This design comes from an exercise in tuning for small area on the open sky130 flow, not from production work.
The RTL was checked by simulation tests, not by an equivalence proof against the original design.
Power figures rest on the tool's default switching activity, not on a simulated workload.

[flow/design.v]
`timescale 1ns/100ps
`default_nettype none
package pipe_types_pkg;
    typedef enum logic [2:0] {
        OP_ADDI,
        OP_CINCOFFSET,
        OP_CSUB,
        OP_CMOVE,
        OP_CCLEARTAG,
        OP_CGETTAG,
        OP_ILLEGAL
    } op_e;
endpackage
`default_nettype wire
`timescale 1ns/100ps
`default_nettype none
module insn_decoder (
    input  wire logic [32-1:0] insn,
    output logic [2:0]                  op
);
    logic [6:0] opcode;
    logic [2:0] funct3;
    logic [6:0] funct7;
    logic [4:0] rs2;
    assign opcode = insn[6:0];
    assign funct3 = insn[14:12];
    assign rs2    = insn[24:20];
    assign funct7 = insn[31:25];
    always_comb begin
        op = pipe_types_pkg::OP_ILLEGAL;
        if (opcode == 7'b0010011 && funct3 == 3'b000) begin
            op = pipe_types_pkg::OP_ADDI;
        end else if (opcode == 7'b1011011 && funct3 == 3'b000) begin
            case (funct7)
                7'b0010001: op = pipe_types_pkg::OP_CINCOFFSET;
                7'b0010100:       op = pipe_types_pkg::OP_CSUB;
                7'b1111111: begin
                    case (rs2)
                        5'h0a:     op = pipe_types_pkg::OP_CMOVE;
                        5'h0b: op = pipe_types_pkg::OP_CCLEARTAG;
                        5'h04:   op = pipe_types_pkg::OP_CGETTAG;
                        default:          op = pipe_types_pkg::OP_ILLEGAL;
                    endcase
                end
                default: op = pipe_types_pkg::OP_ILLEGAL;
            endcase
        end
    end
endmodule
`default_nettype wire
`timescale 1ns/100ps
`default_nettype none
module rf_ao3n (
    input  wire logic [2:0] a,
    input  wire logic [2:0] s,
    output logic            y_n
);
    assign y_n = ~|(a & s);
endmodule
module rf_ao2n (
    input  wire logic [1:0] a,
    input  wire logic [1:0] s,
    output logic            y_n
);
    assign y_n = ~|(a & s);
endmodule
module rf_ao1n (
    input  wire logic a,
    input  wire logic s,
    output logic      y_n
);
    assign y_n = ~(a & s);
endmodule
module rf_or11n (
    input  wire logic [10:0] t_n,
    output logic             y
);
    assign y = ~&t_n;
endmodule
module rf_rdbit #(
    parameter int W = 31
) (
    input  wire logic [W-1:0] a,
    input  wire logic [W-1:0] s,
    output logic              y
);
    logic [10:0] t_n;
    for (genvar g = 0; g < 10; g++) begin : g_ao3
        rf_ao3n u (.a(a[3*g +: 3]), .s(s[3*g +: 3]), .y_n(t_n[g]));
    end
    if (W == 32) begin : g_last2
        rf_ao2n u (.a(a[31:30]), .s(s[31:30]), .y_n(t_n[10]));
    end else begin : g_last1
        rf_ao1n u (.a(a[30]), .s(s[30]), .y_n(t_n[10]));
    end
    rf_or11n u_or (.t_n(t_n), .y(y));
endmodule
module operand_stage (
    input  wire logic                 CLK,
    input  wire logic                 rst_n,
    input  wire logic                 we,
    input  wire logic [4:0]           wr,
    input  wire logic                 wtag,
    input  wire logic [32-1:0]  waddr,
    input  wire logic [4:0]           r1,
    input  wire logic                 r1_en,
    input  wire logic                 x1_sel,
    output logic [32-1:0]       r1_addr,
    output logic                      r1_tag,
    input  wire logic [4:0]           r2,
    input  wire logic                 r2_en,
    input  wire logic                 imm_sel,
    input  wire logic [11:0]          imm,
    output logic [32-1:0]       r2_addr
);
    logic [31:1]         vld;
    logic [31:1]         tags;
    logic [32-1:0] addrs [1:31];
    logic [31:1]         wen;
    for (genvar i = 1; i < 32; i++) begin : g_reg
        assign wen[i] = we && wr == i;
        always_ff @(posedge CLK or negedge rst_n) begin
            if (!rst_n) begin
                vld[i] <= 1'b0;
            end else if (wen[i]) begin
                vld[i] <= 1'b1;
            end
        end
        always_ff @(posedge CLK) begin
            if (wen[i]) begin
                tags[i]  <= wtag;
                addrs[i] <= waddr;
            end
        end
    end
    logic [31:1] sel1, sel2, dec1;
    for (genvar i = 1; i < 32; i++) begin : g_sel
        assign dec1[i] = (r1 == i);
        assign sel1[i] = dec1[i] && vld[i] && r1_en;
        assign sel2[i] = (r2 == i) && vld[i] && r2_en;
    end
    always_comb begin
        r1_tag = 1'b0;
        for (int i = 1; i < 32; i++) begin
            if (dec1[i] && (!vld[i] || tags[i])) r1_tag = 1'b1;
        end
    end
    logic [32-1:0] immx;
    assign immx = {{(32-12){imm[11]}}, imm};
    for (genvar b = 0; b < 32; b++) begin : g_bit
        logic [30:0] d;
        for (genvar i = 1; i < 32; i++) begin : g_d
            assign d[i-1] = addrs[i][b];
        end
        if (b == 0) begin : g_p1x
            rf_rdbit #(.W(32)) u1 (.a({r1_tag, d}), .s({x1_sel, sel1}), .y(r1_addr[b]));
        end else begin : g_p1
            rf_rdbit #(.W(31)) u1 (.a(d), .s(sel1), .y(r1_addr[b]));
        end
        rf_rdbit #(.W(32)) u2 (.a({immx[b], d}), .s({imm_sel, sel2}), .y(r2_addr[b]));
    end
endmodule
`default_nettype wire
`timescale 1ns/100ps
`default_nettype none
module cap_alu_ctl (
    input  wire logic [2:0] op,
    output logic            a_en,
    output logic            x1_sel,
    output logic            b_en,
    output logic            imm_sel,
    output logic            sub,
    output logic            keep_tag,
    output logic            exc
);
    assign exc     = (op == pipe_types_pkg::OP_ILLEGAL) || (op == 3'd7);
    assign sub     = (op == pipe_types_pkg::OP_CSUB);
    assign x1_sel  = (op == pipe_types_pkg::OP_CGETTAG);
    assign imm_sel = (op == pipe_types_pkg::OP_ADDI);
    assign a_en    = !exc && !x1_sel;
    assign b_en    = (op == pipe_types_pkg::OP_CINCOFFSET) || sub;
    assign keep_tag = (op == pipe_types_pkg::OP_CINCOFFSET) ||
                      (op == pipe_types_pkg::OP_CMOVE);
endmodule
module cap_alu_stage (
    input  wire logic                 sub,
    input  wire logic [32-1:0]  a,
    input  wire logic [32-1:0]  b,
    output logic [32-1:0]       res_addr
);
    logic [32-1:0] bx, p, g, gg, pp, c;
    assign bx = b ^ {32{sub}};
    assign p  = a ^ bx;
    assign g  = a & bx;
    always_comb begin
        gg = g;
        pp = p;
        gg[0] = g[0] | (p[0] & sub);
        for (int l = 0; l < 5; l++) begin
            for (int i = (2 << l) - 1; i < 32; i += (2 << l)) begin
                gg[i] = gg[i] | (pp[i] & gg[i - (1 << l)]);
                pp[i] = pp[i] & pp[i - (1 << l)];
            end
        end
        for (int l = 3; l >= 0; l--) begin
            for (int i = (3 << l) - 1; i < 32; i += (2 << l)) begin
                gg[i] = gg[i] | (pp[i] & gg[i - (1 << l)]);
                pp[i] = pp[i] & pp[i - (1 << l)];
            end
        end
    end
    assign c        = {gg[32-2:0], sub};
    assign res_addr = p ^ c;
endmodule
`default_nettype wire
`timescale 1ns/100ps
`default_nettype none
module cap_pipe_top (
    input  wire logic                CLK,
    input  wire logic                rst_n,
    input  wire logic                insn_valid,
    input  wire logic [31:0]         insn,
    output logic                     retire_valid,
    output logic [38:0]              retire    
);
    logic [2:0]  op0;
    logic [2:0]  op1;
    logic        v1, v2;
    logic [4:0]  rd1, rd2, rs1_1, rs1_2;
    logic [11:0] imm1, imm2;    
    logic        a_en1, x1_sel1, b_en1, imm_sel1, sub1, keep1, exc1;
    logic        a_en, x1_sel, b_en, imm_sel, sub, keep, exc;
    logic        c1_tag, res_tag;
    logic [31:0] c1_addr, c2_addr, res_addr;
    logic        we;
    assign we      = v2 && !exc && rd2 != 5'd0;
    assign res_tag = c1_tag && keep;
    insn_decoder decoder_i (
        .insn (insn),
        .op   (op0)
    );
    always_ff @(posedge CLK or negedge rst_n) begin
        if (!rst_n) begin
            v1           <= 1'b0;
            v2           <= 1'b0;
            retire_valid <= 1'b0;
        end else begin
            v1           <= insn_valid;
            v2           <= v1;
            retire_valid <= v2;
        end
    end
    always_ff @(posedge CLK) begin
        op1   <= op0;
        rd1   <= insn[11:7];
        rs1_1 <= insn[19:15];
        imm1  <= insn[31:20];
        a_en    <= a_en1;
        x1_sel  <= x1_sel1;
        b_en    <= b_en1;
        imm_sel <= imm_sel1;
        sub     <= sub1;
        keep    <= keep1;
        exc     <= exc1;
        rd2   <= rd1;
        rs1_2 <= rs1_1;
        imm2  <= imm1;
        retire <= {rd2, res_tag, res_addr, exc};
    end
    cap_alu_ctl ctl_i (
        .op       (op1),
        .a_en     (a_en1),
        .x1_sel   (x1_sel1),
        .b_en     (b_en1),
        .imm_sel  (imm_sel1),
        .sub      (sub1),
        .keep_tag (keep1),
        .exc      (exc1)
    );
    operand_stage operand_i (
        .CLK     (CLK),
        .rst_n   (rst_n),
        .we      (we),
        .wr      (rd2),
        .wtag    (res_tag),
        .waddr   (res_addr),
        .r1      (rs1_2),
        .r1_en   (a_en),
        .x1_sel  (x1_sel),
        .r1_addr (c1_addr),
        .r1_tag  (c1_tag),
        .r2      (imm2[4:0]),
        .r2_en   (b_en),
        .imm_sel (imm_sel),
        .imm     (imm2),
        .r2_addr (c2_addr)
    );
    cap_alu_stage alu_i (
        .sub      (sub),
        .a        (c1_addr),
        .b        (c2_addr),
        .res_addr (res_addr)
    );
endmodule
`default_nettype wire
[flow/flow/run.sh]
#!/bin/bash
# The standard ORFS layout (standard.sh, standard synthesis unchanged) with
# two changes: 1x port buffers, and a clock tree of 16x leaf buffers that
# each take up to 30 sinks within 60 um, without dummy loads.
# make's output goes to standard.log here; each ORFS step keeps its own
# log under orfs/logs.
set -euo pipefail
cd "$(dirname "$0")/.."
export BUFFER_PORTS_ARGS="-buffer_cell sky130_fd_sc_hd__buf_1"
export CTS_ARGS="-sink_clustering_enable -repair_clock_nets -dont_use_dummy_load -sink_clustering_size 30 -sink_clustering_max_diameter 60 -buf_list sky130_fd_sc_hd__clkbuf_16"
bash standard.sh > standard.log 2>&1
[flow/standard.sh]
#!/bin/bash
# synth_recipe.tcl (not shown) runs the flow's synth.tcl, then flattens the netlist and writes it again
# the make line also repeats each setting of config.mk as NAME=value (left out here)
make -C /OpenROAD-flow-scripts/flow DESIGN_CONFIG=/design/flow/config.mk WORK_HOME=/design/flow/orfs CLKGATE_MAP_FILE= SYNTH_SCRIPT=/design/flow/synth_recipe.tcl "${@:-finish}"
[flow/config.mk]
export PLATFORM = sky130hd
export DESIGN_NAME = cap_pipe_top
export DESIGN_NICKNAME = cap_pipe_top
export VERILOG_FILES = /design/flow/design.v
export SDC_FILE = /design/flow/constraint.sdc
export NUM_CORES = 4
export LEC_CHECK = 0
export CAP_MARGIN = 20
export CORE_MARGIN = 2
export CORE_UTILIZATION = 55
export PLACE_DENSITY = 0.65
export SLEW_MARGIN = 20
export SYNTH_HIERARCHICAL = 1
[flow/constraint.sdc]
create_clock -name core_clock -period 6.0 [get_ports {CLK}]
set_input_delay 1.2000 -clock core_clock [delete_from_list [all_inputs] [get_ports {CLK}]]
set_output_delay 1.2000 -clock core_clock [all_outputs]
set_load 0.01 [all_outputs]
==> impl_metrics.env, run 1 <==
export IMPL_synth_common_cells="1023 x edfxtp_1, 640 x a222oi_1, 131 x nand4_1"
export IMPL_synth_yosys_warnings=11
export IMPL_finalCritPeriodShare_pct=97.2
export IMPL_netlist_area_leader_share_pct=68.0
export IMPL_drt_total_wl_um=163000
export IMPL_slowest_delay_ns=0.47
export IMPL_netlist_instances=2582
export IMPL_finish_instance_area_mm2=0.0515
export IMPL_die_area_mm2=0.0845
export IMPL_path_delay_family="compound AO/OA/AOI/OAI gates"
export IMPL_fmax_mhz=171
export IMPL_stdcell_count=4044
export IMPL_holdPathStages=0
export IMPL_grt_total_usage_pct=37.8
export IMPL_synth_edf_count=1023
export IMPL_synth_area_mm2=0.0452
export IMPL_crit_top_cell="buf_4"
export IMPL_status="complete, no violations"
export IMPL_required_ns=6.34
export IMPL_clock_path_buffers=3
export IMPL_dp_hpwl_um=99900
export IMPL_cts_hold_buf=0
export IMPL_antenna_found_initial=2
export IMPL_drc=0
export IMPL_ant_nets=0
export IMPL_synth_avg_cell_area_um2=17.5
export IMPL_drt_initial_drc_count=8816
export IMPL_cp_buffers_inverters=3
export IMPL_synthArstFlopShare_pct=2.96
export IMPL_viasPerCell=8.11
export IMPL_hold_class="flop to flop"
export IMPL_yosysTopAreaCell="edfxtp_1"
export IMPL_cts_tree="built"
export IMPL_via_count=32800
export IMPL_synthMostInstantiatedCell="edfxtp_1"
export IMPL_setup_violations=0
export IMPL_dp_cells=3963
export IMPL_ys_seq_area_share_pct=74.0
export IMPL_syn_nets=2661
export IMPL_p_per_area_mw_per_mm2=262
export IMPL_wl_per_cell_um=40.4
export IMPL_dpl_cell_area_mm2=0.0494
export IMPL_cp_num_cells=21
export IMPL_maxCapViolCount=0
export IMPL_power_leakage_nw=19.6
export IMPL_area_growth_pct=13.9
export IMPL_die_height_um=291
export IMPL_crit_slowest_cell="or3_1"
export IMPL_synth_distinct_cells=71
export IMPL_finalNetCount=3054
export IMPL_synth_seq_cells=1150
export IMPL_io_pins=75
export IMPL_grt_pass1_wl_um=229000
export IMPL_gr_total_overflow=0
export IMPL_seqCellArea_mm2=0.0334
export IMPL_worst_r2r_cell_count=21
export IMPL_crit_type="flop to flop"
export IMPL_critPathLaunchType="flop"
export IMPL_synth_area_leaders="edfxtp_1 68%, a222oi_1 14%, dfxtp_1 4.1%"
export IMPL_path_cells="nand2_1 > nor2_1 > and3_1 > buf_4 > a222oi_1 > nand4_1 > or3_1 > xor2_1 > ha_1 > o211ai_1 > a21oi_1 > o21ai_2 > o31ai_1 > buf_4 > o2111ai_2 > a21oi_2 > o221ai_1 > fa_1 > xnor2_1 > xnor2_2 > buf_12"
export IMPL_relSlewSlack_pct=22.5
export IMPL_multi_input_area_mm2=0.0120
export IMPL_initial_core_util_pct=55.3
export IMPL_grt_pass1_vias=32700
export IMPL_worstPathMaxFanout=32
export IMPL_synthFlopType="edfxtp_1"
export IMPL_worst_pin_slew_ns=1.16
export IMPL_root_buffer="clkbuf_16"
export IMPL_end_kind="flop"
export IMPL_cts_sinks=1150
export IMPL_cts_inserted_buffers=78
export IMPL_min_period_ns=5.83
export IMPL_dr_pass1_iters=17
export IMPL_insertion_delay_ns=0.67
export IMPL_row_count=105
export IMPL_drive_gt1_share_pct=15.8
export IMPL_clock_skew_ns=0.101
export IMPL_port_buffers=74
export IMPL_gp_congestion=1.02
export IMPL_peakVddDrop_uv=230
export IMPL_die_w_um=291
export IMPL_cts_htree_levels=3
export IMPL_critPathArrivalTime_ns=6.18
export IMPL_grt_max_degree=35
export IMPL_finalPower_mw=13.5
export IMPL_path_clk_slew_ns=0.08
export IMPL_drv_slew=0
export IMPL_core_area_mm2=0.0817
export IMPL_num_fill_cells=5894
export IMPL_hold_viol=0
[where the power goes]
part | internal, mW | leakage [nW] | switching (mW)
combinational | 0.0235 | 5.51 | 0.0545
clock | 2.30 | 0.961 | 2.48
sequential | 8.60 | 13.1 | 0.0197
[registers in the layout (all words and copies together) (netlist names), 3 cells and up]
name,cells
rd1,5
operand_i.addrs,992
rs1_2,5
rs1_1,5
operand_i.tags,31
rd2,5
imm2,12
op1,3
imm1,12
operand_i.vld,31
retire,39
[worst paths after layout]
path,startpoint,endpoint,slack [ns]
worst max-delay path,imm2[0],operand_i.addrs[9][31],0.17
worst min-delay path,imm1[8],imm2[8],0.33
worst max register to register,imm2[0],operand_i.addrs[9][31],0.17
worst min register to register,imm1[8],imm2[8],0.33
max in group asynchronous,rst_n,operand_i.vld[8],4.61
min in group asynchronous,rst_n,operand_i.vld[13],0.68
[logic make-up (layout without fill, tap and decap cells)]
group                    Yosys count  in the layout  synth area share (%)
AO/OA/AOI/OAI                    740            740                  16.2
XOR/XNOR                          49             50                 0.950
adder cells (fa/ha/maj)           44             44                  1.48
buffers and inverters             45            435                 0.393
flip-flops                      1150           1150                  74.0
multiplexers                       1              1                0.0221
other                              0              1                     0
AND/OR/NAND/NOR                  553            553                  7.01
[cell type report]
type                    count  area share (%)
diodes                      1         0.00486
repair buffers            327            5.11
multi-input cells        1388            23.3
well taps                1070            2.60
flip-flops and latches   1150            64.9
clock buffers              78            3.79
inverters                  30           0.219
[per-layer routing]
layer,GRT usage [%],vias to the layer above,share of wire [%]
li1,-,12900,-
met1,49.5,16100,33
met2,57.0,3167,45
met3,8.19,609,14
met4,26.3,2,7.9
met5,0,-,0.0080
[modules after synthesis (local to each module, per instance), excerpt]
module | area [um^2] | flops+latches | cells inside | times used
cap_alu_ctl | 52.6 | 0 | 8 | 1
rf_ao1n | 3.75 | 0 | 1 | 31
insn_decoder | 203 | 0 | 29 | 1
cap_alu_stage | 1580 | 0 | 178 | 1
rf_ao3n | 10.0 | 0 | 1 | 640
operand_stage | 32900 | 1054 | 1306 | 1
[cell usage in the layout, fill, tap and decap left out, types with 30 or more instances in the layout]
cell,n
edfxtp_1,1023
a222oi_1,640
buf_4,217
nand4_1,131
dfxtp_1,90
clkbuf_16,79
nand3_1,73
buf_1,73
or3_1,65
and3_1,58
nand2_1,55
buf_12,35
dfrtp_1,34
a22oi_2,33
nor2_4,31
or2_2,31
inv_1,30
[timing repair]
action                                  in CTS  in global routing
endpoints found under the setup margin      32                238
pin swaps                                    0                  3
resized for setup                            1                 12
cloned                                       0                  1
buffers inserted                             0                  0
endpoints found under the hold margin        0                  0
[stage by stage]
stage,TNS [ns],worst slack [ns],hold slack (ns),util [%]
2_1_floorplan,0,0.295,0.310,-
3_3_place_gp,-5.23,-0.169,0.313,60.5
3_5_place_dp,-6.97,-0.224,0.314,60.5
4_1_cts,0,0.0482,0.327,62.9
5_1_grt,-0.0185,-0.00928,0.343,63.0
6_report,0,0.167,0.326,63.0
==> inputs of run 2 (changes only) <==
--- a/flow/design.v
+++ b/flow/design.v
@@ -57,13 +57,6 @@
 );
     assign y_n = ~|(a & s);
 endmodule
-module rf_ao2n (
-    input  wire logic [1:0] a,
-    input  wire logic [1:0] s,
-    output logic            y_n
-);
-    assign y_n = ~|(a & s);
-endmodule
 module rf_ao1n (
     input  wire logic a,
     input  wire logic s,
@@ -77,6 +70,12 @@
 );
     assign y = ~&t_n;
 endmodule
+module rf_or12n (
+    input  wire logic [11:0] t_n,
+    output logic             y
+);
+    assign y = ~&t_n;
+endmodule
 module rf_rdbit #(
     parameter int W = 31
 ) (
@@ -84,16 +83,30 @@
     input  wire logic [W-1:0] s,
     output logic              y
 );
-    logic [10:0] t_n;
     for (genvar g = 0; g < 10; g++) begin : g_ao3
-        rf_ao3n u (.a(a[3*g +: 3]), .s(s[3*g +: 3]), .y_n(t_n[g]));
+        logic t_n;
+        rf_ao3n u (.a(a[3*g +: 3]), .s(s[3*g +: 3]), .y_n(t_n));
     end
-    if (W == 32) begin : g_last2
-        rf_ao2n u (.a(a[31:30]), .s(s[31:30]), .y_n(t_n[10]));
-    end else begin : g_last1
-        rf_ao1n u (.a(a[30]), .s(s[30]), .y_n(t_n[10]));
+    if (W == 32) begin : g_w32
+        logic [1:0] t_n;
+        rf_ao1n u30 (.a(a[30]), .s(s[30]), .y_n(t_n[0]));
+        rf_ao1n u31 (.a(a[31]), .s(s[31]), .y_n(t_n[1]));
+        rf_or12n u_or (
+            .t_n ({t_n, g_ao3[9].t_n, g_ao3[8].t_n, g_ao3[7].t_n, g_ao3[6].t_n,
+                   g_ao3[5].t_n, g_ao3[4].t_n, g_ao3[3].t_n, g_ao3[2].t_n,
+                   g_ao3[1].t_n, g_ao3[0].t_n}),
+            .y   (y)
+        );
+    end else begin : g_w31
+        logic t_n;
+        rf_ao1n u30 (.a(a[30]), .s(s[30]), .y_n(t_n));
+        rf_or11n u_or (
+            .t_n ({t_n, g_ao3[9].t_n, g_ao3[8].t_n, g_ao3[7].t_n, g_ao3[6].t_n,
+                   g_ao3[5].t_n, g_ao3[4].t_n, g_ao3[3].t_n, g_ao3[2].t_n,
+                   g_ao3[1].t_n, g_ao3[0].t_n}),
+            .y   (y)
+        );
     end
-    rf_or11n u_or (.t_n(t_n), .y(y));
 endmodule
 module operand_stage (
     input  wire logic                 CLK,
==> run 2 against run 1 <==
  * Clock-buffer cell count fell by 5
  * Sequential cell count did not move
  * Clock skew fell by 0.028 ns
  * Routed wire length rose by 2.2%
  * Synthesized cell count rose by 1.3%
  * Clock power fell by 3%
  * Cell count fell by 0.96%
  * Total power fell by 1.1%
  * Global-route usage rose by 0.92 points
  * Critical path depth fell by 2
  * Critical path type unchanged
  * Critical endpoint is now operand_i.addrs[26][31]
  * Largest cell class unchanged
==> impl_metrics.env, run 2 <==
export IMPL_status="complete, no violations"
export IMPL_syn_nets=2694
export IMPL_cts_htree_levels=3
export IMPL_wl_per_cell_um=41.7
export IMPL_clock_path_buffers=3
export IMPL_fin_tns_setup_ns=0
export IMPL_drt_initial_drc_count=8803
export IMPL_via_count=32900
export IMPL_synth_avg_cell_area_um2=17.2
export IMPL_setup_violations=0
export IMPL_finalNetCount=3021
export IMPL_root_buffer="clkbuf_16"
export IMPL_ant_nets=0
export IMPL_maxCapViolCount=0
export IMPL_core_area_mm2=0.0808
export IMPL_fmax_mhz=171
export IMPL_clock_skew_ns=0.0722
export IMPL_dr_pass1_iters=22
export IMPL_critPathArrivalTime_ns=6.24
export IMPL_synthFlopType="edfxtp_1"
export IMPL_drive_gt1_share_pct=14.1
export IMPL_multi_input_area_mm2=0.0119
export IMPL_synth_yosys_warnings=11
export IMPL_dp_hpwl_um=107000
export IMPL_synthMostInstantiatedCell="edfxtp_1"
export IMPL_die_w_um=290
export IMPL_dp_cells=3925
export IMPL_synth_edf_count=1023
export IMPL_grt_pass1_wl_um=232000
export IMPL_cts_tree="built"
export IMPL_initial_core_util_pct=55.8
export IMPL_cts_hold_buf=0
export IMPL_synth_area_mm2=0.0451
export IMPL_min_period_ns=5.86
export IMPL_hold_viol=0
export IMPL_netlist_area_leader_share_pct=68.2
export IMPL_yosysTopAreaCell="edfxtp_1"
export IMPL_insertion_delay_ns=0.67
export IMPL_worstPathMaxFanout=32
export IMPL_drc=0
export IMPL_num_fill_cells=5799
export IMPL_drt_total_wl_um=167000
export IMPL_drv_slew=0
export IMPL_regMostFlops="operand_i.addrs"
export IMPL_path_clk_slew_ns=0.09
export IMPL_row_count=104
export IMPL_cts_sinks=1150
export IMPL_antenna_found_initial=5
export IMPL_seqCellArea_mm2=0.0334
export IMPL_synth_seq_cells=1150
export IMPL_gr_total_overflow=0
export IMPL_grt_max_degree=35
export IMPL_end_kind="flop"
export IMPL_grt_pass1_vias=32400
export IMPL_finalCritPeriodShare_pct=97.6
export IMPL_final_cell_mix="1023 x edfxtp_1, 640 x a222oi_1, 169 x buf_4"
export IMPL_synth_distinct_cells=70
export IMPL_final_common_cell="edfxtp_1"
export IMPL_required_ns=6.38
export IMPL_critPathLaunchType="flop"
export IMPL_synth_area_leaders="edfxtp_1 68%, a222oi_1 14%, dfxtp_1 4.1%"
export IMPL_synthArstFlopShare_pct=2.96
export IMPL_viasPerCell=8.21
export IMPL_cts_inserted_buffers=73
export IMPL_finalPower_mw=13.3
export IMPL_synth_common_cells="1023 x edfxtp_1, 640 x a222oi_1, 164 x nand4_1"
export IMPL_grt_setup_unrepaired="yes"
export IMPL_netlist_instances=2615
export IMPL_path_cells="nand2_1 > nor2_1 > and3_2 > buf_4 > a222oi_1 > nand4_1 > or3_1 > xor2_1 > ha_1 > and4_1 > nand2_1 > o31ai_2 > o2111ai_2 > a21oi_2 > o221ai_1 > fa_1 > xnor2_2 > xnor2_2 > buf_12"
export IMPL_p_per_area_mw_per_mm2=263
export IMPL_crit_type="flop to flop"
export IMPL_postLayoutCoreUtil_pct=62.7
export IMPL_peakVddDrop_uv=225
export IMPL_port_buffers=74
export IMPL_post_cts_buffers=0
export IMPL_power_leakage_nw=15.9
export IMPL_largest_register_ff_count=992
export IMPL_io_pins=75
export IMPL_slowest_delay_ns=0.76
export IMPL_relSlewSlack_pct=17.7
export IMPL_crit_slowest_cell="a222oi_1"
export IMPL_gp_congestion=0.966
export IMPL_grt_total_usage_pct=38.8
export IMPL_die_area_mm2=0.0843
export IMPL_ys_seq_area_share_pct=74.2
export IMPL_hold_class="flop to flop"
export IMPL_die_height_um=290
export IMPL_top_regs="operand_i.addrs (992), retire (39)"
export IMPL_area_growth_pct=12.4
export IMPL_worst_pin_slew_ns=1.23
export IMPL_stdcell_count=4005
[run 2: changes by cell type in the layout (fill, tap and decap cells not counted), moves of 33 or more]
cell     previous run  this run
and3_1             58        15
nand2_1            55       121
nand4_1           131       164
buf_4             217       169
and3_2              7        46
nand3_1            73        39
a22oi_2            33         0
[run 2: worst paths after layout]
kind                                                end  cells past startpoint  slack (ns)  startpoint
worst max-delay path            operand_i.addrs[26][31]                     19        0.14        b_en
worst max register to register  operand_i.addrs[26][31]                     19        0.14        b_en
worst min-delay path                             rd2[3]                      0        0.30      rd1[3]
min in group asynchronous             operand_i.vld[17]                      1        0.69       rst_n
worst min register to register                   rd2[3]                      0        0.30      rd1[3]
max in group asynchronous             operand_i.vld[15]                      1        4.64       rst_n
[run 2: power by group]
part           internal (mW)  switching (mW)  leakage [nW]
combinational         0.0224          0.0528          6.46
sequential              8.60          0.0188          8.58
clock                   2.16            2.47         0.900
total                   10.8            2.54          15.9
[run 2: modules after synthesis, one instance, submodules excluded, a selection]
module,cells,area [um^2]
rf_or12n,4,25.0
rf_ao3n,1,10.0
rf_ao1n,1,3.75
operand_stage,1306,32900
cap_pipe_top,101,1980
rf_or11n,4,23.8
insn_decoder,29,203
cap_alu_ctl,8,52.6
cap_alu_stage,178,1580
[run 2: kinds of logic (layout without fill, tap and decap cells)]
kind of cell / Yosys count / after routing / share of synthesized area (%)
AO/OA/AOI/OAI: 707 / 707 / 15.3
XOR/XNOR: 49 / 49 / 0.952
adder cells (fa/ha/maj): 44 / 44 / 1.49
buffers and inverters: 45 / 370 / 0.394
flip-flops: 1150 / 1150 / 74.2
multiplexers: 1 / 1 / 0.0222
other: 0 / 5 / 0
AND/OR/NAND/NOR: 619 / 619 / 7.68
[run 2: area by class of cell]
class	count	area share [%]
antenna	5	0.0247
clock buffer	73	3.61
tap	1060	2.62
multi-input combinational	1420	23.6
sequential	1150	66.0
inverter	30	0.222
timing repair buffer	267	3.97
[run 2: per-layer routing]
layer | up-vias | track usage [%] | part of all wire, %
met1 | 16300 | 48.5 | 32
met5 | - | 0 | 0.016
met2 | 3161 | 59.7 | 46
li1 | 12800 | - | -
met3 | 638 | 9.23 | 14
met4 | 4 | 27.9 | 8.3
[run 2: worst max-delay path: cells and delay by family (launching register included)]
| kind | cells | cell delay, ns |
|---|---|---|
| xor gates and xnor gates | 3 | 0.55 |
| buffers and inverters | 2 | 0.52 |
| DFF | 1 | 0.32 |
| adders and majority gates | 2 | 0.86 |
| and+or+nand+nor | 7 | 1.61 |
| AOI/OAI and AO/OA | 5 | 1.71 |
[run 2: through the flow]
stage / cell area [um^2] / hold slack [ns] / setup WS (ns)
floorplan: 45100 / 0.310 / 0.297
global placement: 48700 / 0.315 / 0.0506
detailed placement: 48700 / 0.313 / -0.00783
CTS: 50500 / 0.300 / 0.0255
global route: 50700 / 0.298 / -0.0187
finish: 50700 / 0.301 / 0.145
[run 2: timing repair]
| item | 4_1_cts | 5_1_grt |
|---|---|---|
| pin swaps | 1 | 6 |
| gates resized for setup | 2 | 13 |
| endpoints found under the setup margin | 14 | 341 |
==> inputs of run 3 (changes only) <==
==> flow/flow/run.sh (replaced) <==
#!/bin/bash
# The standard ORFS layout (standard.sh, standard synthesis unchanged) with
# two changes: 1x port buffers, and a clock tree of 16x leaf buffers that
# each take up to 30 sinks within 70 um, without dummy loads.
# make's output goes to standard.log here; each ORFS step keeps its own
# log under orfs/logs.
set -euo pipefail
cd "$(dirname "$0")/.."
export BUFFER_PORTS_ARGS="-buffer_cell sky130_fd_sc_hd__buf_1"
export CTS_ARGS="-sink_clustering_enable -repair_clock_nets -dont_use_dummy_load -sink_clustering_size 30 -sink_clustering_max_diameter 70 -buf_list sky130_fd_sc_hd__clkbuf_16"
bash standard.sh > standard.log 2>&1
==> run 3 against run 2 <==
  * Maximum frequency fell by 0.43%
  * Cell count fell by 0.52%
  * Die area did not move
  * Sequential share of layout area rose by 0.67 points
  * Register-to-register slack got worse by 0.03 ns
  * Sequential cell count did not move
  * Synthesized area did not move
  * Final area fell by 1.0%
  * Worst hold slack improved by 0.036 ns
  * Synthesized cell count did not move
  * Sequential power barely moved
==> impl_metrics.env, run 3 <==
export IMPL_finalCritPeriodShare_pct=98.0
export IMPL_die_height_um=290
export IMPL_clock_path_buffers=3
export IMPL_viasPerCell=8.20
export IMPL_required_ns=6.39
export IMPL_fmax_mhz=170
export IMPL_regMostFlops="operand_i.addrs"
export IMPL_worstReg2RegEnd="operand_i.addrs[10][31]"
export IMPL_r2r_start="imm2[1]"
export IMPL_dr_pass1_iters=15
export IMPL_grt_max_degree=35
export IMPL_drv_slew=0
export IMPL_grt_total_usage_pct=38.5
export IMPL_synth_avg_cell_area_um2=17.2
export IMPL_min_period_ns=5.88
export IMPL_gp_congestion=0.966
export IMPL_yosysTopAreaCell="edfxtp_1"
export IMPL_drt_initial_drc_count=8798
export IMPL_synth_common_cells="1023 x edfxtp_1, 640 x a222oi_1, 164 x nand4_1"
export IMPL_core_area_mm2=0.0808
export IMPL_root_buffer="clkbuf_16"
export IMPL_worst_r2r_cell_count=19
export IMPL_cts_inserted_buffers=53
export IMPL_clock_skew_ns=0.0836
export IMPL_synth_compound_area_share_pct=15.3
export IMPL_row_count=104
export IMPL_dpl_cell_area_mm2=0.0487
export IMPL_grt_setup_unrepaired="no"
export IMPL_netlist_instances=2615
export IMPL_synth_distinct_cells=70
export IMPL_reg2reg_slack_ns=0.12
export IMPL_critPathLaunchType="flop"
export IMPL_hold_start="rd1[2]"
export IMPL_crit_type="flop to flop"
export IMPL_synth_seq_cells=1150
export IMPL_synthArstFlopShare_pct=2.96
export IMPL_drc=0
export IMPL_netlist_area_leader_share_pct=68.2
export IMPL_grt_pass1_vias=32100
export IMPL_peakVddDrop_uv=196
export IMPL_via_count=32700
export IMPL_holdPathStages=0
export IMPL_drive_gt1_share_pct=13.5
export IMPL_top_regs="operand_i.addrs (992), retire (39)"
export IMPL_synthMuxAreaShare_pct=0.0222
export IMPL_worst_pin_slew_ns=1.19
export IMPL_synth_area_leaders="edfxtp_1 68%, a222oi_1 14%, dfxtp_1 4.1%"
export IMPL_post_cts_buffers=0
export IMPL_critPathArrivalTime_ns=6.27
export IMPL_synthMostInstantiatedCell="edfxtp_1"
export IMPL_ant_nets=0
export IMPL_finish_instance_area_mm2=0.0501
export IMPL_io_pins=75
export IMPL_largest_register_ff_count=992
export IMPL_hold_viol=0
export IMPL_hold_class="flop to flop"
export IMPL_drt_total_wl_um=166000
export IMPL_synth_yosys_warnings=11
export IMPL_setup_violations=0
export IMPL_path_cells="nand2b_1 > nor2_1 > and3_2 > buf_4 > a222oi_1 > nand4_1 > or3_1 > xor2_1 > ha_1 > and4_1 > nand2_1 > o31ai_4 > o2111ai_2 > a21oi_2 > o221ai_1 > fa_1 > xnor2_2 > xnor2_2 > buf_12"
export IMPL_path_clk_slew_ns=0.09
export IMPL_finalPower_mw=12.6
export IMPL_path_delay_family="compound AO/OA/AOI/OAI gates"
export IMPL_wl_per_cell_um=41.7
export IMPL_synth_top_family_by_area="compound AO/OA/AOI/OAI gates"
export IMPL_grt_pass1_wl_um=231000
export IMPL_power_leakage_nw=15.7
export IMPL_dp_hpwl_um=107000
export IMPL_insertion_delay_ns=0.68
export IMPL_finalNetCount=3000
export IMPL_end_kind="flop"
export IMPL_port_buffers=74
export IMPL_antenna_found_initial=5
export IMPL_synth_area_mm2=0.0451
export IMPL_area_growth_pct=11.3
export IMPL_num_fill_cells=5851
export IMPL_synthFlopType="edfxtp_1"
export IMPL_final_cell_mix="1023 x edfxtp_1, 640 x a222oi_1, 171 x buf_4"
export IMPL_crit_slowest_cell="a222oi_1"
export IMPL_maxCapViolCount=0
export IMPL_final_common_cell="edfxtp_1"
export IMPL_slowest_delay_ns=0.76
export IMPL_syn_nets=2694
export IMPL_cts_htree_levels=2
export IMPL_relSlewSlack_pct=20.6
export IMPL_status="complete, no violations"
export IMPL_cts_tree="built"
export IMPL_synth_edf_count=1023
export IMPL_gr_total_overflow=0
export IMPL_die_w_um=290
export IMPL_p_per_area_mw_per_mm2=251
export IMPL_synth_xor_area_share_pct=0.952
export IMPL_synthAdderAreaFrac_pct=1.49
export IMPL_die_area_mm2=0.0843
export IMPL_crit_top_cell="xnor2_2"
export IMPL_cts_sinks=1150
export IMPL_initial_core_util_pct=55.8
export IMPL_ys_seq_area_share_pct=74.2
export IMPL_holdPathEnd="rd2[2]"
export IMPL_cp_buffers_inverters=2
export IMPL_yosys_area_share_simple_pct=7.68
export IMPL_worstPathMaxFanout=32
## run 3: per-stage QoR
| stage | setup WS [ns] | cells | hold WS, ns | TNS [ns] | util (%) |
|---|---|---|---|---|---|
| floorplan | 0.297 | 2615 | 0.310 | 0 | - |
| global placement | 0.0506 | 3925 | 0.315 | 0 | 60.3 |
| detailed placement | -0.00783 | 3925 | 0.313 | -0.207 | 60.3 |
| CTS | 0.0390 | 3978 | 0.332 | 0 | 61.9 |
| global route | 0.00587 | 3979 | 0.340 | 0 | 62.0 |
| finish | 0.120 | 3984 | 0.337 | 0 | 62.1 |
## run 3: cell type report
cell class              count  area, um^2  share of cell area [%]
diodes                      5        12.5                  0.0249
clock buffers              53        1330                    2.64
inverters                  30         113                   0.225
multi-input cells        1420       11900                    23.8
flip-flops and latches   1150       33400                    66.7
well taps                1060        1330                    2.64
repair buffers            266        1990                    3.97
## run 3: worst reg2reg max path, cell delays in order, from the launching register on
cell       delay, ns
dfxtp_1         0.42
nand2b_1        0.16
nor2_1          0.09
and3_2          0.34
buf_4           0.35
a222oi_1        0.78
nand4_1         0.16
or3_1           0.41
xor2_1          0.19
ha_1            0.38
and4_1          0.25
nand2_1         0.18
o31ai_4         0.30
o2111ai_2       0.16
a21oi_2         0.27
o221ai_1        0.18
fa_1            0.49
xnor2_2         0.20
xnor2_2         0.17
buf_12          0.18
## run 3: per-module statistics from Yosys (local to each module, per instance), a selection
module	area, um^2	copies in the design	flip-flops and latches
operand_stage	32900	1	1054
cap_pipe_top	1980	1	96
cap_alu_stage	1580	1	0
insn_decoder	203	1	0
cap_alu_ctl	52.6	1	0
rf_or12n	25.0	33	0
rf_or11n	23.8	31	0
rf_ao3n	10.0	640	0
rf_ao1n	3.75	97	0
## run 3: report_power, final
group	switching [mW]	internal, mW	total [mW]
Combinational	0.0528	0.0223	0.0752
Clock	2.34	1.58	3.91
Sequential	0.0192	8.60	8.61
Total	2.41	10.2	12.6
## run 3: repair_timing
action,CTS,global route
pin swaps,1,4
resized for setup,2,11
hold buffers,0,0
setup endpoints to repair,15,259
## run 3: how the worst max path moves through the flow
stage,cells after the start,slack (ns),from,to
floorplan,19,0.30,rs1_2[0],operand_i.addrs[10][31]
global placement,20,0.05,imm2[0],operand_i.addrs[14][31]
global route,21,0.006,rs1_2[1],operand_i.addrs[20][22]
CTS,20,0.04,imm2[0],operand_i.addrs[13][31]
finish,19,0.12,imm2[1],operand_i.addrs[10][31]
detailed placement,22,-0.008,rs1_2[4],operand_i.addrs[14][31]
## run 3: cells by family after synthesis
family                     count (synthesis)
adders and majority gates                 44
buffers and inverters                     45
and+or+nand+nor                          619
DFF                                     1150
xor gates and xnor gates                  49
muxes                                      1
AOI/OAI and AO/OA                        707
## run 3: layer usage
metal	GRT usage (%)	share of wire [%]
met5	0	0
met4	26.5	8.5
met3	8.83	14
met2	59.7	45
met1	48.6	33
==> inputs of run 4 (changes only) <==
==> flow/flow/run.sh (replaced) <==
#!/bin/bash
# The standard ORFS layout (standard.sh, standard synthesis unchanged) with
# three changes: 1x port buffers; a clock tree of 16x leaf buffers that
# each take up to 30 sinks within 70 um, without dummy loads; and, after
# global routing, downsizing of gates off the critical paths
# (RECOVER_POWER), which keeps the worst slack non-negative.
# make's output goes to standard.log here; each ORFS step keeps its own
# log under orfs/logs.
set -euo pipefail
cd "$(dirname "$0")/.."
export BUFFER_PORTS_ARGS="-buffer_cell sky130_fd_sc_hd__buf_1"
export CTS_ARGS="-sink_clustering_enable -repair_clock_nets -dont_use_dummy_load -sink_clustering_size 30 -sink_clustering_max_diameter 70 -buf_list sky130_fd_sc_hd__clkbuf_16"
export RECOVER_POWER=100
bash standard.sh > standard.log 2>&1
==> run 4 against run 3 <==
  * Now fails the layout checks on capacitance limit, slew limit
  * Sequential cell count did not move
  * Sequential share of layout area rose by 0.63 points
  * Final area fell by 0.94%
  * Core utilization fell by 0.58 points
  * Synthesized area did not move
  * Die area did not move
  * Via count fell by 0.10%
  * Critical path depth fell by 1
  * First-iteration DRC count fell by 4.2%
  * Critical endpoint is now operand_i.addrs[10][28]
  * Highest routed layer unchanged
==> impl_metrics.env, run 4 <==
export IMPL_port_buffers=74
export IMPL_netlist_area_leader_share_pct=68.2
export IMPL_cts_tree="built"
export IMPL_critPathArrivalTime_ns=6.39
export IMPL_peakVddDrop_uv=200
export IMPL_synthArstFlopShare_pct=2.96
export IMPL_row_count=104
export IMPL_insertion_delay_ns=0.69
export IMPL_crit_slowest_cell="a222oi_1"
export IMPL_final_cell_mix="1023 x edfxtp_1, 640 x a222oi_1, 164 x nand4_1"
export IMPL_busiest_layer="met2"
export IMPL_finalNetCount=3000
export IMPL_path_clk_slew_ns=0.09
export IMPL_grt_setup_unrepaired="no"
export IMPL_antenna_found_initial=5
export IMPL_synth_distinct_cells=70
export IMPL_min_period_ns=5.94
export IMPL_reg2reg_slack_ns=0.06
export IMPL_synthFlopType="edfxtp_1"
export IMPL_area_growth_pct=10.2
export IMPL_synth_seq_cells=1150
export IMPL_holdWs_ns=0.337
export IMPL_ant_nets=0
export IMPL_final_common_cell="edfxtp_1"
export IMPL_yosys_area_share_simple_pct=7.68
export IMPL_synthMostInstantiatedCell="edfxtp_1"
export IMPL_syn_nets=2694
export IMPL_synth_yosys_warnings=11
export IMPL_dp_hpwl_um=107000
export IMPL_cts_inserted_buffers=53
export IMPL_r2r_start="imm2[1]"
export IMPL_synthAdderAreaFrac_pct=1.49
export IMPL_synthMuxAreaShare_pct=0.0222
export IMPL_status="complete, but fails checks"
export IMPL_clock_skew_ns=0.0863
export IMPL_cts_sinks=1150
export IMPL_drc=0
export IMPL_die_w_um=290
export IMPL_top_regs="operand_i.addrs (992), retire (39)"
export IMPL_power_leakage_nw=15.4
export IMPL_critPathLaunchType="flop"
export IMPL_fmax_mhz=168
export IMPL_worst_pin_slew_ns=3.50
export IMPL_netlist_instances=2615
export IMPL_finalCritPeriodShare_pct=99.0
export IMPL_hold_start="rd1[2]"
export IMPL_gr_total_overflow=0
export IMPL_grt_pass1_vias=32100
export IMPL_slowest_delay_ns=0.80
export IMPL_synth_common_cells="1023 x edfxtp_1, 640 x a222oi_1, 164 x nand4_1"
export IMPL_viasPerCell=8.19
export IMPL_drive_gt1_share_pct=11.3
export IMPL_drt_initial_drc_count=8427
export IMPL_synth_top_family_by_area="compound AO/OA/AOI/OAI gates"
export IMPL_synth_compound_area_share_pct=15.3
export IMPL_holdPathEnd="rd2[2]"
export IMPL_die_height_um=290
export IMPL_core_area_mm2=0.0808
export IMPL_synth_area_leaders="edfxtp_1 68%, a222oi_1 14%, dfxtp_1 4.1%"
export IMPL_io_pins=75
export IMPL_root_buffer="clkbuf_16"
export IMPL_via_count=32600
export IMPL_crit_type="flop to flop"
export IMPL_wl_per_cell_um=41.7
export IMPL_violations="capacitance limit, slew limit"
export IMPL_synth_avg_cell_area_um2=17.2
export IMPL_synth_area_mm2=0.0451
export IMPL_worstReg2RegEnd="operand_i.addrs[10][28]"
export IMPL_grt_pass1_wl_um=231000
export IMPL_worst_r2r_cell_count=18
export IMPL_hold_class="flop to flop"
export IMPL_synth_edf_count=1023
export IMPL_use_met1_pct=48.6
export IMPL_clock_path_buffers=3
export IMPL_cts_htree_levels=2
export IMPL_hold_viol=0
export IMPL_initial_core_util_pct=55.8
export IMPL_grt_total_usage_pct=38.5
export IMPL_finalPower_mw=12.6
export IMPL_grt_use_met3_pct=8.83
export IMPL_holdPathStages=0
export IMPL_grt_max_degree=35
export IMPL_largest_register_ff_count=992
export IMPL_path_cells="nand2b_1 > nor2_1 > and3_2 > buf_4 > a222oi_1 > nand4_1 > or3_1 > xor2_1 > ha_1 > and4_1 > a221oi_2 > nor2_1 > o2111ai_2 > a21oi_2 > a211oi_1 > fa_1 > inv_1 > clkbuf_2"
export IMPL_maxCapViolCount=37
export IMPL_p_per_area_mw_per_mm2=254
export IMPL_synth_xor_area_share_pct=0.952
export IMPL_drv_slew=1164
export IMPL_dr_pass1_iters=12
export IMPL_yosysTopAreaCell="edfxtp_1"
export IMPL_crit_top_cell="nor2_1"
export IMPL_required_ns=6.45
export IMPL_fin_tns_setup_ns=0
export IMPL_gp_congestion=0.966
export IMPL_regMostFlops="operand_i.addrs"
export IMPL_relSlewSlack_pct=-133
export IMPL_end_kind="flop"
export IMPL_setup_violations=0
export IMPL_worstPathMaxFanout=27
export IMPL_drt_total_wl_um=166000
export IMPL_die_area_mm2=0.0843
export IMPL_ys_seq_area_share_pct=74.2
export IMPL_grt_use_met2_pct=59.7
## run 4: cell types whose count changed in the layout (fill, tap and decap cells not counted), sizes merged
cell    previous run  this run
buf              265       202
clkbuf            54       117
diode              5         6
## run 4: through the flow
step	instance area (um^2)	setup WS, ns	std cells	utilization (%)
6_report	49700	0.0629	3985	61.5
5_1_grt	49700	0.00838	3979	61.5
4_1_cts	50000	0.0390	3978	61.9
3_5_place_dp	48700	-0.00783	3925	60.3
3_3_place_gp	48700	0.0506	3925	60.3
2_1_floorplan	45100	0.297	2615	-
## run 4: repair_timing
| action | in CTS | in global routing |
|---|---|---|
| pin swaps | 1 | 4 |
| hold buffers | 0 | 0 |
| hold endpoints to repair | 0 | 0 |
| gates cloned | 0 | 0 |
| endpoints found under the setup margin | 15 | 259 |
| buffers inserted | 0 | 0 |
| gates resized for setup | 2 | 11 |
## run 4: worst max-delay path: cells and delay by family, from the launching register on
family | cells | cell delay [ns]
adders and majority gates | 2 | 0.79
xor gates and xnor gates | 1 | 0.27
AOI/OAI and AO/OA | 5 | 1.96
and+or+nand+nor | 7 | 1.56
DFF | 1 | 0.41
buffers and inverters | 3 | 0.78
## run 4: cells by family after synthesis
family,after synthesis
AO/OA/AOI/OAI,707
flip-flops,1150
AND/OR/NAND/NOR,619
multiplexers,1
XOR/XNOR,49
buffers and inverters,45
adder cells (fa/ha/maj),44
## run 4: where the power goes
part           internal [mW]  total, mW  switching [mW]  leakage (nW)
Clock                   1.58       3.92            2.35         0.653
Combinational         0.0216     0.0718          0.0502          6.16
Sequential              8.60       8.61          0.0193          8.58
## run 4: per-module statistics from Yosys, one instance, submodules excluded, a selection
| module | area (um^2) | cells inside | flip-flops and latches |
|---|---|---|---|
| cap_alu_ctl | 52.6 | 8 | 0 |
| rf_ao1n | 3.75 | 1 | 0 |
| cap_alu_stage | 1580 | 178 | 0 |
| operand_stage | 32900 | 1306 | 1054 |
| insn_decoder | 203 | 29 | 0 |
| cap_pipe_top | 1980 | 101 | 96 |
| rf_or12n | 25.0 | 4 | 0 |
| rf_or11n | 23.8 | 4 | 0 |
## run 4: how the worst max path moves through the flow
stage / startpoint / slack, ns / depth (start not counted) / to
floorplan: rs1_2[0] / 0.30 / 19 / operand_i.addrs[10][31]
global placement: imm2[0] / 0.05 / 20 / operand_i.addrs[14][31]
finish: imm2[1] / 0.06 / 18 / operand_i.addrs[10][28]
CTS: imm2[0] / 0.04 / 20 / operand_i.addrs[13][31]
detailed placement: rs1_2[4] / -0.008 / 22 / operand_i.addrs[14][31]
global route: imm2[1] / 0.008 / 18 / operand_i.addrs[5][29]
## run 4: final cells by class
class / count / area (um^2)
multi-input cells: 1420 / 11800
flip-flops and latches: 1150 / 33400
well taps: 1060 / 1330
inverters: 30 / 113
repair buffers: 266 / 1700
clock buffers: 53 / 1330
fillers: 5928 / 31100
diodes: 6 / 15.0
## run 4: layer usage
| layer | share of wire (%) | wire length [um] |
|---|---|---|
| met4 | 8.6 | 14200 |
| met5 | 0 | 0 |
| met1 | 32 | 54000 |
| met3 | 14 | 23200 |
| met2 | 45 | 74900 |
==> inputs of run 5 (changes only) <==
--- a/flow/design.v
+++ b/flow/design.v
@@ -183,9 +183,9 @@
     output logic            b_en,
     output logic            imm_sel,
     output logic            sub,
-    output logic            keep_tag,
-    output logic            exc
+    output logic            keep_tag
 );
+    logic exc;
     assign exc     = (op == pipe_types_pkg::OP_ILLEGAL) || (op == 3'd7);
     assign sub     = (op == pipe_types_pkg::OP_CSUB);
     assign x1_sel  = (op == pipe_types_pkg::OP_CGETTAG);
@@ -241,11 +241,12 @@
     logic        v1, v2;
     logic [4:0]  rd1, rd2, rs1_1, rs1_2;
     logic [11:0] imm1, imm2;    
-    logic        a_en1, x1_sel1, b_en1, imm_sel1, sub1, keep1, exc1;
+    logic        a_en1, x1_sel1, b_en1, imm_sel1, sub1, keep1;
     logic        a_en, x1_sel, b_en, imm_sel, sub, keep, exc;
     logic        c1_tag, res_tag;
     logic [31:0] c1_addr, c2_addr, res_addr;
     logic        we;
+    assign exc     = !a_en && !x1_sel;    
     assign we      = v2 && !exc && rd2 != 5'd0;
     assign res_tag = c1_tag && keep;
     insn_decoder decoder_i (
@@ -274,7 +275,6 @@
         imm_sel <= imm_sel1;
         sub     <= sub1;
         keep    <= keep1;
-        exc     <= exc1;
         rd2   <= rd1;
         rs1_2 <= rs1_1;
         imm2  <= imm1;
@@ -287,8 +287,7 @@
         .b_en     (b_en1),
         .imm_sel  (imm_sel1),
         .sub      (sub1),
-        .keep_tag (keep1),
-        .exc      (exc1)
+        .keep_tag (keep1)
     );
     operand_stage operand_i (
         .CLK     (CLK),
==> flow/flow/run.sh (replaced) <==
#!/bin/bash
# The standard ORFS layout (standard.sh, standard synthesis unchanged) with
# two changes: 1x port buffers, and a clock tree of 16x leaf buffers that
# each take up to 30 sinks within 70 um, without dummy loads.
# make's output goes to standard.log here; each ORFS step keeps its own
# log under orfs/logs.
set -euo pipefail
cd "$(dirname "$0")/.."
export BUFFER_PORTS_ARGS="-buffer_cell sky130_fd_sc_hd__buf_1"
export CTS_ARGS="-sink_clustering_enable -repair_clock_nets -dont_use_dummy_load -sink_clustering_size 30 -sink_clustering_max_diameter 70 -buf_list sky130_fd_sc_hd__clkbuf_16"
bash standard.sh > standard.log 2>&1
==> run 5 against run 4 <==
  * Cell count grew 2.8%
  * The run now finishes clean
  * Highest routed layer is now met5
  * Synthesized cell count about the same
  * Register-to-register slack better by 0.02 ns
  * Total power up 0.35%
  * First-iteration DRC count is 14% higher
  * Global-route usage up 2.3 points
  * Worst hold slack barely moved
  * Clock-buffer cell count unchanged
==> impl_metrics.env, run 5 <==
export IMPL_io_pins=75
export IMPL_holdPathStages=0
export IMPL_finalNetCount=3115
export IMPL_dp_hpwl_um=112000
export IMPL_initial_core_util_pct=55.7
export IMPL_synth_distinct_cells=69
export IMPL_die_w_um=290
export IMPL_final_common_cell="edfxtp_1"
export IMPL_crit_type="flop to flop"
export IMPL_dr_wl_met3_um=28500
export IMPL_crit_slowest_cell="or3_1"
export IMPL_worst_r2r_cell_count=22
export IMPL_synth_area_mm2=0.0450
export IMPL_root_buffer="clkbuf_16"
export IMPL_drv_slew=0
export IMPL_relSlewSlack_pct=21.5
export IMPL_hold_class="flop to flop"
export IMPL_cts_hold_buf=0
export IMPL_dr_max_layer_used="met5"
export IMPL_drive_gt1_share_pct=17.1
export IMPL_postLayoutCoreUtil_pct=63.6
export IMPL_synthFlopType="edfxtp_1"
export IMPL_grt_setup_unrepaired="yes"
export IMPL_worstPathMaxFanout=32
export IMPL_critPathArrivalTime_ns=6.34
export IMPL_synth_seq_cells=1149
export IMPL_synth_avg_cell_area_um2=17.2
export IMPL_yosysTopAreaCell="edfxtp_1"
export IMPL_grt_pass1_vias=33000
export IMPL_core_area_mm2=0.0808
export IMPL_path_cells="buf_4 > nand2b_2 > nor2_1 > and3_1 > buf_12 > a222oi_1 > nand3_1 > or3_1 > ha_1 > o21ai_0 > a21oi_1 > o21ai_1 > buf_4 > o31ai_2 > buf_4 > o2111ai_4 > a21oi_2 > o221ai_1 > fa_2 > xnor2_2 > xnor2_2 > buf_12"
export IMPL_slowest_delay_ns=0.58
export IMPL_status="complete, no violations"
export IMPL_finalPower_mw=12.7
export IMPL_row_count=104
export IMPL_die_height_um=290
export IMPL_min_period_ns=5.92
export IMPL_largest_register_ff_count=992
export IMPL_port_buffers=74
export IMPL_end_kind="flop"
export IMPL_dr_pass1_iters=14
export IMPL_wl_per_cell_um=43.1
export IMPL_synth_yosys_warnings=11
export IMPL_viasPerCell=8.36
export IMPL_peakVddDrop_uv=245
export IMPL_netlist_instances=2614
export IMPL_synth_common_cells="1023 x edfxtp_1, 640 x a222oi_1, 164 x nand4_1"
export IMPL_final_cell_mix="1023 x edfxtp_1, 640 x a222oi_1, 267 x buf_4"
export IMPL_dp_cells=4038
export IMPL_stdcell_count=4095
export IMPL_ys_seq_area_share_pct=74.2
export IMPL_hold_viol=0
export IMPL_clock_skew_ns=0.0785
export IMPL_netlist_area_leader_share_pct=68.2
export IMPL_fmax_mhz=169
export IMPL_via_count=34200
export IMPL_p_per_area_mw_per_mm2=246
export IMPL_drc=0
export IMPL_clock_path_buffers=3
export IMPL_grt_max_degree=35
export IMPL_gr_total_overflow=0
export IMPL_wl_met1_um=57900
export IMPL_top_regs="operand_i.addrs (992), retire (39)"
export IMPL_worst_slack_ns=0.0780
export IMPL_ant_nets=0
export IMPL_pre_cts_slack_ns=-0.209
export IMPL_power_leakage_nw=16.3
export IMPL_grt_pass1_wl_um=243000
export IMPL_finalCritPeriodShare_pct=98.7
export IMPL_required_ns=6.41
export IMPL_cts_htree_levels=2
export IMPL_syn_nets=2693
export IMPL_worst_pin_slew_ns=1.18
export IMPL_critPathLaunchType="flop"
export IMPL_antenna_found_initial=5
export IMPL_area_growth_pct=14.0
export IMPL_insertion_delay_ns=0.71
export IMPL_cts_inserted_buffers=53
export IMPL_crit_top_cell="buf_4"
export IMPL_gp_congestion=0.980
export IMPL_wl_met2_um=76900
export IMPL_drt_initial_drc_count=9604
export IMPL_regMostFlops="operand_i.addrs"
export IMPL_synthMostInstantiatedCell="edfxtp_1"
export IMPL_synth_area_leaders="edfxtp_1 68%, a222oi_1 14%, dfxtp_1 4.1%"
export IMPL_cts_sinks=1149
export IMPL_synth_edf_count=1023
export IMPL_path_clk_slew_ns=0.10
export IMPL_maxCapViolCount=0
export IMPL_num_fill_cells=5761
export IMPL_synthArstFlopShare_pct=2.96
export IMPL_die_area_mm2=0.0842
export IMPL_grt_total_usage_pct=40.8
export IMPL_drt_total_wl_um=177000
export IMPL_cts_tree="built"
export IMPL_setup_violations=0
==> run 5: stage by stage <==
step	area (um^2)	setup TNS, ns	hold slack [ns]
3_3_place_gp	49800	-8.11	0.310
6_report	51400	0	0.337
4_1_cts	51200	0	0.338
2_1_floorplan	45000	0	0.310
5_1_grt	51400	-0.0959	0.344
3_5_place_dp	49800	-16.04	0.312
==> run 5: final timing paths <==
path	from	endpoint	slack, ns
setup / recovery	rs1_2[1]	operand_i.addrs[7][31]	0.08
hold / removal	imm1[6]	imm2[6]	0.34
setup reg to reg	rs1_2[1]	operand_i.addrs[7][31]	0.08
hold reg to reg	imm1[6]	imm2[6]	0.34
max in group asynchronous	rst_n	operand_i.vld[8]	4.65
min in group asynchronous	rst_n	operand_i.vld[12]	0.67
==> run 5: per-module statistics from Yosys, one instance, submodules excluded, a selection <==
module         copies in the design  area [um^2]  flops+latches  cells
rf_ao3n                         640         10.0              0      1
cap_pipe_top                      1         1950             95    101
insn_decoder                      1          203              0     29
cap_alu_ctl                       1         46.3              0      7
cap_alu_stage                     1         1580              0    178
rf_or11n                         31         23.8              0      4
rf_ao1n                          97         3.75              0      1
rf_or12n                         33         25.0              0      4
operand_stage                     1        32900           1054   1306
==> run 5: logic make-up (layout without fill, tap and decap cells) <==
logic type	after synthesis	count (layout)	synth area share [%]
flops	1149	1149	74.2
compound gates	708	708	15.3
simple gates	618	618	7.64
xor+xnor	49	50	0.953
buf+inv	45	464	0.394
fa+ha+maj	44	44	1.49
mux	1	1	0.0222
other cells	0	1	0
==> run 5: area by class of cell <==
cell class | count | area, um^2 | share of cell area (%)
Multi-Input combinational cell | 1421 | 12100 | 23.5
Timing Repair Buffer | 381 | 3080 | 6.01
Sequential cell | 1149 | 33400 | 65.1
Antenna cell | 1 | 2.50 | 0.00487
Clock buffer | 53 | 1330 | 2.58
Inverter | 30 | 113 | 0.219
Tap cell | 1060 | 1330 | 2.58
==> run 5: where the power goes <==
| part | internal [mW] | switching, mW |
|---|---|---|
| clock network | 1.58 | 2.39 |
| registers | 8.59 | 0.0200 |
| logic | 0.0276 | 0.0551 |
| total | 10.2 | 2.46 |
==> run 5: metal layers <==
layer / global-route usage (%) / up-vias
met5: 0 / -
met4: 24.5 / 10
met3: 12.2 / 706
met2: 60.7 / 3508
met1: 53.4 / 17000
li1: - / 13000
==> run 5: repair_timing <==
item	4_1_cts	5_1_grt
pin swaps	8	10
endpoints found under the setup margin	119	284
gates cloned	0	1
gates resized for setup	17	26
buffers inserted	1	1
==> run 5: worst max-delay path: cells and delay by family, from the launching register on <==
family          cells  cell delay [ns]
compound gates      8             1.64
xor+xnor            2             0.33
fa+ha+maj           2             0.75
buf+inv             5             0.89
flops               1             0.35
simple gates        5             1.70

==> separate check: timing with driven ports <==
No port has a modelled driver above. Below, the same layouts with a new extraction and two added sets of constraints.
Step 1, drivers: a clkbuf_16 drives CLK and a buf_2 each remaining input, both assumed.
Step 2 also shifts input and output timing later by t, the mid clock arrival at the registers, as if the neighbouring blocks saw the same clock.
Three values: ideal ports, drivers, drivers and shift; two values: the first two.
run	shift t [ns]	setup WS [ns]	worst setup path after step 2	worst register clock-pin slew, ns
run 1	0.693	0.167 / 0.167 / 0.167	register to register	0.10 / 0.10
run 2	0.702	0.145 / 0.145 / 0.145	register to register	0.10 / 0.10
run 3	0.716	0.120 / 0.120 / 0.120	register to register	0.11 / 0.11
run 4	0.720	0.063 / 0.063 / 0.063	register to register	0.11 / 0.11
run 5	0.743	0.078 / 0.078 / 0.078	register to register	0.12 / 0.12
